Context: an optimization exercise on an open-source flow, tuned for small area and a short achievable clock period. The choices shown serve that exercise and are no tape-out recipe.
At most, simulation tests tie the RTL to the original design; equivalence was not proved.
No activity file was given, so power comes from the tool's default toggle rates.

==> inputs of branch violet <==
Design gamma_interp_11bit, start of the top module:
module gamma_interp_11bit #(
  parameter int OUT_W = 10
) (
  input  logic             clk,
  input  logic             rst_n,
  input  logic             i_hs,
  input  logic             i_vs,
  input  logic [4:0]       idx,
  input  logic [10:0]      pixel_in,
  input  logic [10:0]      lowLevel,
  input  logic [10:0]      highLevel,
  input  logic             lut_we,
  input  logic [5:0]       lut_addr,
  input  logic [OUT_W-1:0] lut_wdata,
  input  logic             lut_commit,
  output logic             commit_pending,
  output logic             o_hs,
  output logic             o_vs,
  output logic [OUT_W-1:0] pix_out
);
Settings: LEC_CHECK=0, ABC_AREA=1, CAP_MARGIN=20, CORE_MARGIN=2, CORE_UTILIZATION=40, CTS_CLUSTER_DIAMETER=90, CTS_CLUSTER_SIZE=32, SLEW_MARGIN=60, SYNTH_HIERARCHICAL=1, TNS_END_PERCENT=0; clock period 10.0 ns.
standard.sh (not shown) runs the stock make flow with config.mk's settings and CLKGATE_MAP_FILE= SYNTH_SCRIPT=/design/flow/synth_recipe.tcl, a recipe that flattens the netlist after the stock synthesis.
==> flow/flow/run.sh <==
#!/bin/bash
set -euo pipefail
mapfile -t EXTRA < <(grep -v '^#' flow/extra.txt | grep .)
bash standard.sh "${EXTRA[@]}" finish > standard.log 2>&1
==> flow/flow/extra.txt <==
SETUP_SLACK_MARGIN=7.0
ADDER_MAP_FILE=
BUFFER_PORTS_ARGS=-buffer_cell sky130_fd_sc_hd__buf_4
==> inputs of branch umber, as changes to branch violet <==
CTS_CLUSTER_DIAMETER = 80   (was 90)
CTS_CLUSTER_SIZE = 25   (was 32)
PLACE_DENSITY = 0.8   (was default)
==> inputs of branch harbor, as changes to branch violet <==
--- a/flow/design.v
+++ b/flow/design.v
@@ -39,27 +39,36 @@
       r_vs_prev <= 1'b0;
     end else begin
       r_pend    <= lut_commit | (r_pend & ~w_copy);
       r_vs_prev <= i_vs;
     end
   end
+  logic [N-1:0] r_sramp;
+  logic [N-1:0] w_we;
+  logic [N-1:0] w_cs, w_cr;    
+  logic         w_hold;
+  always_comb
+    for (int k = 0; k < N; k++) w_we[k] = lut_we & (lut_addr == 6'(k));
   always_ff @(posedge clk or negedge rst_n) begin
-    if (!rst_n) begin
-      for (int k = 0; k < N; k++) r_shadow[k] <= ramp(k);
-    end else if (lut_we && lut_addr <= 6'd32) begin
-      r_shadow[lut_addr] <= lut_wdata;
-    end
+    if (!rst_n) r_sramp <= '1;
+    else        r_sramp <= r_sramp & ~w_we;
   end
+  always_ff @(posedge clk)
+    for (int k = 0; k < N; k++)
+      r_shadow[k] <= ({10{w_we[k]}} & lut_wdata) | ({10{~w_we[k]}} & r_shadow[k]);
   always_ff @(posedge clk or negedge rst_n) begin
     if (!rst_n) r_act_ramp <= 1'b1;
     else if (w_copy) r_act_ramp <= 1'b0;
   end
-  always_ff @(posedge clk) begin
-    if (w_copy)
-      for (int k = 0; k < N; k++) r_active[k] <= r_shadow[k];
-  end
+  assign w_hold = ~w_copy;
+  assign w_cs   = {N{w_copy}} & ~r_sramp;
+  assign w_cr   = {N{w_copy}} & r_sramp;
+  always_ff @(posedge clk)
+    for (int k = 0; k < N; k++)
+      r_active[k] <= ({10{w_cs[k]}} & r_shadow[k]) | ({10{w_cr[k]}} & ramp(k)) |
+                     ({10{w_hold}} & r_active[k]);
   logic [329:0] w_act;
   logic [9:0]   w_ye, w_yo;
   logic [10:0]  w_d, w_w;
   always_comb
     for (int k = 0; k < N; k++) w_act[10*k +: 10] = r_active[k];
   gi_read u_read (.idx(idx), .ramp(r_act_ramp), .act(w_act), .ye(w_ye), .yo(w_yo));
CORE_UTILIZATION = 45   (was 40)
CTS_CLUSTER_DIAMETER = 80   (was 90)
CTS_CLUSTER_SIZE = 25   (was 32)
TNS_END_PERCENT = 20   (was 0)
==> inputs of branch sierra, as changes to branch violet <==
--- a/flow/design.v
+++ b/flow/design.v
@@ -62,39 +62,32 @@
   logic [10:0]  w_d, w_w;
   always_comb
     for (int k = 0; k < N; k++) w_act[10*k +: 10] = r_active[k];
   gi_read u_read (.idx(idx), .ramp(r_act_ramp), .act(w_act), .ye(w_ye), .yo(w_yo));
   gi_sub11 u_subd (.a(pixel_in), .b(lowLevel), .y(w_d));
   gi_sub11 u_subw (.a(highLevel), .b(lowLevel), .y(w_w));
+  logic [3:0]  w_s;
+  gi_log2 u_log2 (.w(w_w), .s(w_s));
   logic [9:0]  r_ye_1, r_yo_1;
   logic        r_b_1;
   logic [10:0] r_d_1;
-  logic [10:0] r_w_1;
+  logic [3:0]  r_s_1;
   logic        r_wz_1;
   logic        r_blank_1;
   always_ff @(posedge clk) begin
     r_ye_1 <= w_ye;
     r_yo_1 <= w_yo;
     r_b_1  <= idx[0];
     r_d_1  <= w_d;
-    r_w_1  <= w_w;
+    r_s_1  <= w_s;
     r_wz_1 <= (highLevel == lowLevel);
   end
   always_ff @(posedge clk or negedge rst_n) begin
     if (!rst_n) r_blank_1 <= 1'b1;
     else        r_blank_1 <= ~(i_hs & i_vs);
   end
-  logic [10:0] w_top;
-  logic [3:0]  w_s;
-  always_comb begin
-    for (int k = 0; k < 11; k++) w_top[k] = r_w_1[k] & ~|(r_w_1 >> (k + 1));
-    for (int b = 0; b < 4; b++) begin
-      w_s[b] = 1'b0;
-      for (int k = 0; k < 11; k++) if ((k >> b) & 1) w_s[b] = w_s[b] | w_top[k];
-    end
-  end
   logic [9:0]         w_y0, w_y1;
   logic [10:0]        w_x;
   logic [12:0]        w_db;
   logic [5:0]         w_one, w_two, w_ng;
   logic [11:0]        w_pp0, w_pp1, w_pp2, w_pp3, w_pp4, w_pp5;
   logic [22:0]        w_sa, w_sb;
@@ -505,13 +498,13 @@
   logic [3:0]  r_s_2;
   logic        r_blank_2;
   always_ff @(posedge clk) begin
     r_sa_2 <= w_sa;
     r_sb_2 <= w_sb;
     r_y0_2 <= w_y0;
-    r_s_2  <= w_s;
+    r_s_2  <= r_s_1;
   end
   always_ff @(posedge clk or negedge rst_n) begin
     if (!rst_n) r_blank_2 <= 1'b1;
     else        r_blank_2 <= r_blank_1;
   end
   logic [22:0] w_ta, w_tb, w_t;
@@ -1028,6 +1021,19 @@
   assign y[6] = (m_p6 ^ m_g5_3);
   assign y[7] = (m_p7 ^ m_g6_3);
   assign y[8] = (m_p8 ^ m_g7_3);
   assign y[9] = (m_p9 ^ m_g8_4);
   assign y[10] = (m_p10 ^ m_g9_4);
 endmodule
+module gi_log2 (
+  input  logic [10:0] w,
+  output logic [3:0]  s
+);
+  logic [10:0] top;
+  always_comb begin
+    for (int k = 0; k < 11; k++) top[k] = w[k] & ~|(w >> (k + 1));
+    for (int b = 0; b < 4; b++) begin
+      s[b] = 1'b0;
+      for (int k = 0; k < 11; k++) if ((k >> b) & 1) s[b] = s[b] | top[k];
+    end
+  end
+endmodule
CTS_CLUSTER_DIAMETER = 80   (was 90)
CTS_CLUSTER_SIZE = 25   (was 32)
TNS_END_PERCENT = 5   (was 0)
==> flow_results.xml <==
<?xml version="1.0" encoding="UTF-8"?>
<metrics>
  <group name="power_and_ir_drop">
    <metric name="pwr-share-clk" unit="">0.173</metric>
  </group>
  <group name="sta">
    <metric name="slew-limit-headroom" unit="">0.591</metric>
  </group>
  <group name="outcome">
    <metric name="run_status" unit="">timing/DRC/antenna clean</metric>
  </group>
  <group name="global_routing">
    <metric name="global_route_met3_usage" unit="">0.0240</metric>
  </group>
  <group name="critical_path">
    <metric name="worstSetupPathType" unit="">in2reg</metric>
  </group>
  <group name="floorplan">
    <metric name="fp.dieArea" unit="µm²">81200</metric>
    <metric name="die_y" unit="µm">285</metric>
  </group>
  <group name="placed_design">
    <metric name="placement_cell_area" unit="µm²">37700</metric>
  </group>
  <group name="layout">
    <metric name="comb.multi_input.count" unit="">2690</metric>
  </group>
  <group name="drt">
    <metric name="detailroute.via_count" unit="">28200</metric>
  </group>
  <group name="hold_path">
    <metric name="hold_start" unit="">r_hs_d[0]$_DFF_PN0_</metric>
  </group>
</metrics>
Source of the figures above: branch harbor

==> flow_results.xml <==
<?xml version="1.0" encoding="UTF-8"?>
<metrics>
  <group name="power_and_ir_drop">
    <metric name="pwr-share-clk" unit="">0.175</metric>
  </group>
  <group name="critical_path">
    <metric name="worstSetupPathType" unit="">in2reg</metric>
  </group>
  <group name="floorplan">
    <metric name="fp.dieArea" unit="µm²">92300</metric>
  </group>
  <group name="outcome">
    <metric name="run_status" unit="">timing/DRC/antenna clean</metric>
  </group>
  <group name="layout">
    <metric name="comb.multi_input.count" unit="">2875</metric>
  </group>
  <group name="drt">
    <metric name="detailroute.via_count" unit="">28300</metric>
  </group>
</metrics>
Source of the figures above: branch sierra

==> flow_results.xml <==
<?xml version="1.0" encoding="UTF-8"?>
<metrics>
  <group name="hold_path">
    <metric name="hold_start" unit="">r_hs_d[1]$_DFF_PN0_</metric>
  </group>
  <group name="drt">
    <metric name="detailroute.via_count" unit="">28900</metric>
  </group>
  <group name="global_routing">
    <metric name="global_route_met3_usage" unit="">0.0307</metric>
  </group>
  <group name="critical_path">
    <metric name="worstSetupPathType" unit="">in2reg</metric>
  </group>
  <group name="floorplan">
    <metric name="die_y" unit="µm">305</metric>
  </group>
  <group name="sta">
    <metric name="slew-limit-headroom" unit="">0.594</metric>
  </group>
  <group name="layout">
    <metric name="comb.multi_input.count" unit="">2880</metric>
  </group>
  <group name="outcome">
    <metric name="run_status" unit="">timing/DRC/antenna clean</metric>
  </group>
  <group name="power_and_ir_drop">
    <metric name="pwr-share-clk" unit="">0.176</metric>
  </group>
</metrics>
Source of the figures above: branch umber

==> flow_results.xml <==
<?xml version="1.0" encoding="UTF-8"?>
<metrics>
  <group name="outcome">
    <metric name="run_status" unit="">timing/DRC/antenna clean</metric>
  </group>
  <group name="critical_path">
    <metric name="worstSetupPathType" unit="">reg2reg</metric>
  </group>
  <group name="hold_path">
    <metric name="hold_start" unit="">r_hs_d[1]$_DFF_PN0_</metric>
  </group>
  <group name="placed_design">
    <metric name="place.detailed.instances" unit="">5300</metric>
    <metric name="placement_cell_area" unit="µm²">38200</metric>
  </group>
  <group name="drt">
    <metric name="detailroute.via_count" unit="">27700</metric>
  </group>
  <group name="sta">
    <metric name="slew-limit-headroom" unit="">0.574</metric>
  </group>
  <group name="floorplan">
    <metric name="fp.dieArea" unit="µm²">92900</metric>
    <metric name="die_y" unit="µm">305</metric>
  </group>
  <group name="power_and_ir_drop">
    <metric name="pwr-share-clk" unit="">0.174</metric>
  </group>
  <group name="layout">
    <metric name="comb.multi_input.count" unit="">2879</metric>
  </group>
</metrics>
Source of the figures above: branch violet

Only the layout flow was run in branch harbor and branch sierra; the RTL was not checked for function there.

* * *

==> pepper: inputs <==
gamma_interp_11bit, a different RTL version from the one above (not shown whole).
==> flow/config.mk <==
export PLATFORM = sky130hd
export DESIGN_NAME = gamma_interp_11bit
export DESIGN_NICKNAME = gamma_interp_11bit
export VERILOG_FILES = /design/flow/design.v
export SDC_FILE = /design/flow/constraint.sdc
export NUM_CORES = 4
export LEC_CHECK = 0
export ABC_AREA = 1
export CAP_MARGIN = 20
export CORE_MARGIN = 2
export CORE_UTILIZATION = 65
export SLEW_MARGIN = 20
==> flow/constraint.sdc <==
create_clock -name core_clock -period 10.0 [get_ports {clk}]
set_input_delay 2.0000 -clock core_clock [delete_from_list [all_inputs] [get_ports {clk}]]
set_output_delay 2.0000 -clock core_clock [all_outputs]
set_load 0.01 [all_outputs]
==> flow/flow/extra.txt <==
SETUP_SLACK_MARGIN=6.5
ADDER_MAP_FILE=
Scripts as last shown in full above: flow/flow/run.sh
==> inputs of cedar, as changes to pepper <==
==> flow/flow/extra.txt (replaced) <==
SETUP_SLACK_MARGIN=7.0
ADDER_MAP_FILE=
- CORE_UTILIZATION: 65 -> 40
==> inputs of delta, as changes to pepper <==
==> flow/flow/extra.txt (replaced) <==
SETUP_SLACK_MARGIN=6.5
ADDER_MAP_FILE=
BUFFER_PORTS_ARGS=-buffer_cell sky130_fd_sc_hd__buf_4
- CORE_UTILIZATION: 65 -> 40
- CTS_CLUSTER_DIAMETER: not set -> 80
- CTS_CLUSTER_SIZE: not set -> 25
==> flow_metrics.tcl <==
set metrics [dict create \
    status "timing/DRC/antenna clean" \
    p_clk_share_pct 19.6 \
    reg2reg_depth 19 \
    wl_met3_mm 4.179 \
    worst_pin_slew_ns 1.043 \
    inv_count 368 \
    seqCellArea_um2 20990 \
    relSlewSlack_pct 30.19 \
    crit_start "lut_addr[1]" \
    combPwrFrac_pct 41.2 \
    critPathCapture "r_shadow[21][8]$_DFFE_PN0P_" \
    gr-usage-met1_pct 28.10 \
    r2r-end "r_sb_2[13]$_DFF_P_" \
    place_hpwl_mm 62.82 \
]
# the run above: delta

==> flow_metrics.tcl <==
set metrics [dict create \
    worst_pin_slew_ns 1.099 \
    status "timing/DRC/antenna clean" \
    gr-usage-met1_pct 45.94 \
    relSlewSlack_pct 26.47 \
    r2r-end "r_sb_2[13]$_DFF_P_" \
    wl_met3_mm 9.806 \
    critPathCapture "r_shadow[9][9]$_DFFE_PN0P_" \
    seqCellArea_um2 20990 \
    reg2reg_depth 17 \
]
# the run above: pepper

==> flow_metrics.tcl <==
set metrics [dict create \
    inv_count 370 \
    critPathCapture "r_ye_1[8]$_DFF_P_" \
    seqCellArea_um2 21000 \
    combPwrFrac_pct 43.3 \
    gr-usage-met1_pct 30.90 \
    p_clk_share_pct 24.5 \
    synth_top_family_by_area "simple AND/OR/NAND/NOR gates" \
    relSlewSlack_pct 42.07 \
    reg2reg_depth 26 \
    r2r-end "r_sb_2[14]$_DFF_P_" \
    place_hpwl_mm 64.33 \
    status "timing/DRC/antenna clean" \
    crit_start "idx[2]" \
]
# the run above: cedar

==> port drivers added, routing unchanged <==
The flow's constraints put no driver on any port. The routed layouts listed below were extracted and timed again, unchanged, in two steps.
Step 1 (the two cells are an assumption about what drives the block):
set clk [get_ports {clk}]
set_driving_cell -lib_cell sky130_fd_sc_hd__clkbuf_16 $clk
set_driving_cell -lib_cell sky130_fd_sc_hd__buf_2 [delete_from_list [all_inputs] $clk]
Step 2 adds t to the input delays and takes it off the output delays; t is the mean of the earliest and latest rising clock arrival at the registers after step 1. Input paths then give back, and output paths get back, about the clock's delay inside the block.
a / b / c = ideal ports / drivers / drivers and shift; a / b = the first two.
run	t, ns	slack for setup (ns)	slew at the worst register clock pin (ns)
branch violet	0.668	6.789 / 6.789 / 6.145	0.12 / 0.12
branch umber	0.659	6.771 / 6.766 / 6.108	0.10 / 0.10
branch harbor	0.689	6.763 / 6.761 / 6.072	0.10 / 0.10
branch sierra	0.678	6.757 / 6.752 / 6.074	0.10 / 0.10
pepper	0.689	6.114 / 6.160 / 5.471	0.07 / 0.07
cedar	0.705	6.665 / 6.621 / 5.916	0.07 / 0.07
delta	0.684	6.052 / 6.090 / 5.406	0.11 / 0.11
After both steps setup and hold are still met in every run listed. For cedar, which loses most, drivers alone change the setup slack by -0.044 ns; drivers and shift together by -0.749 ns.
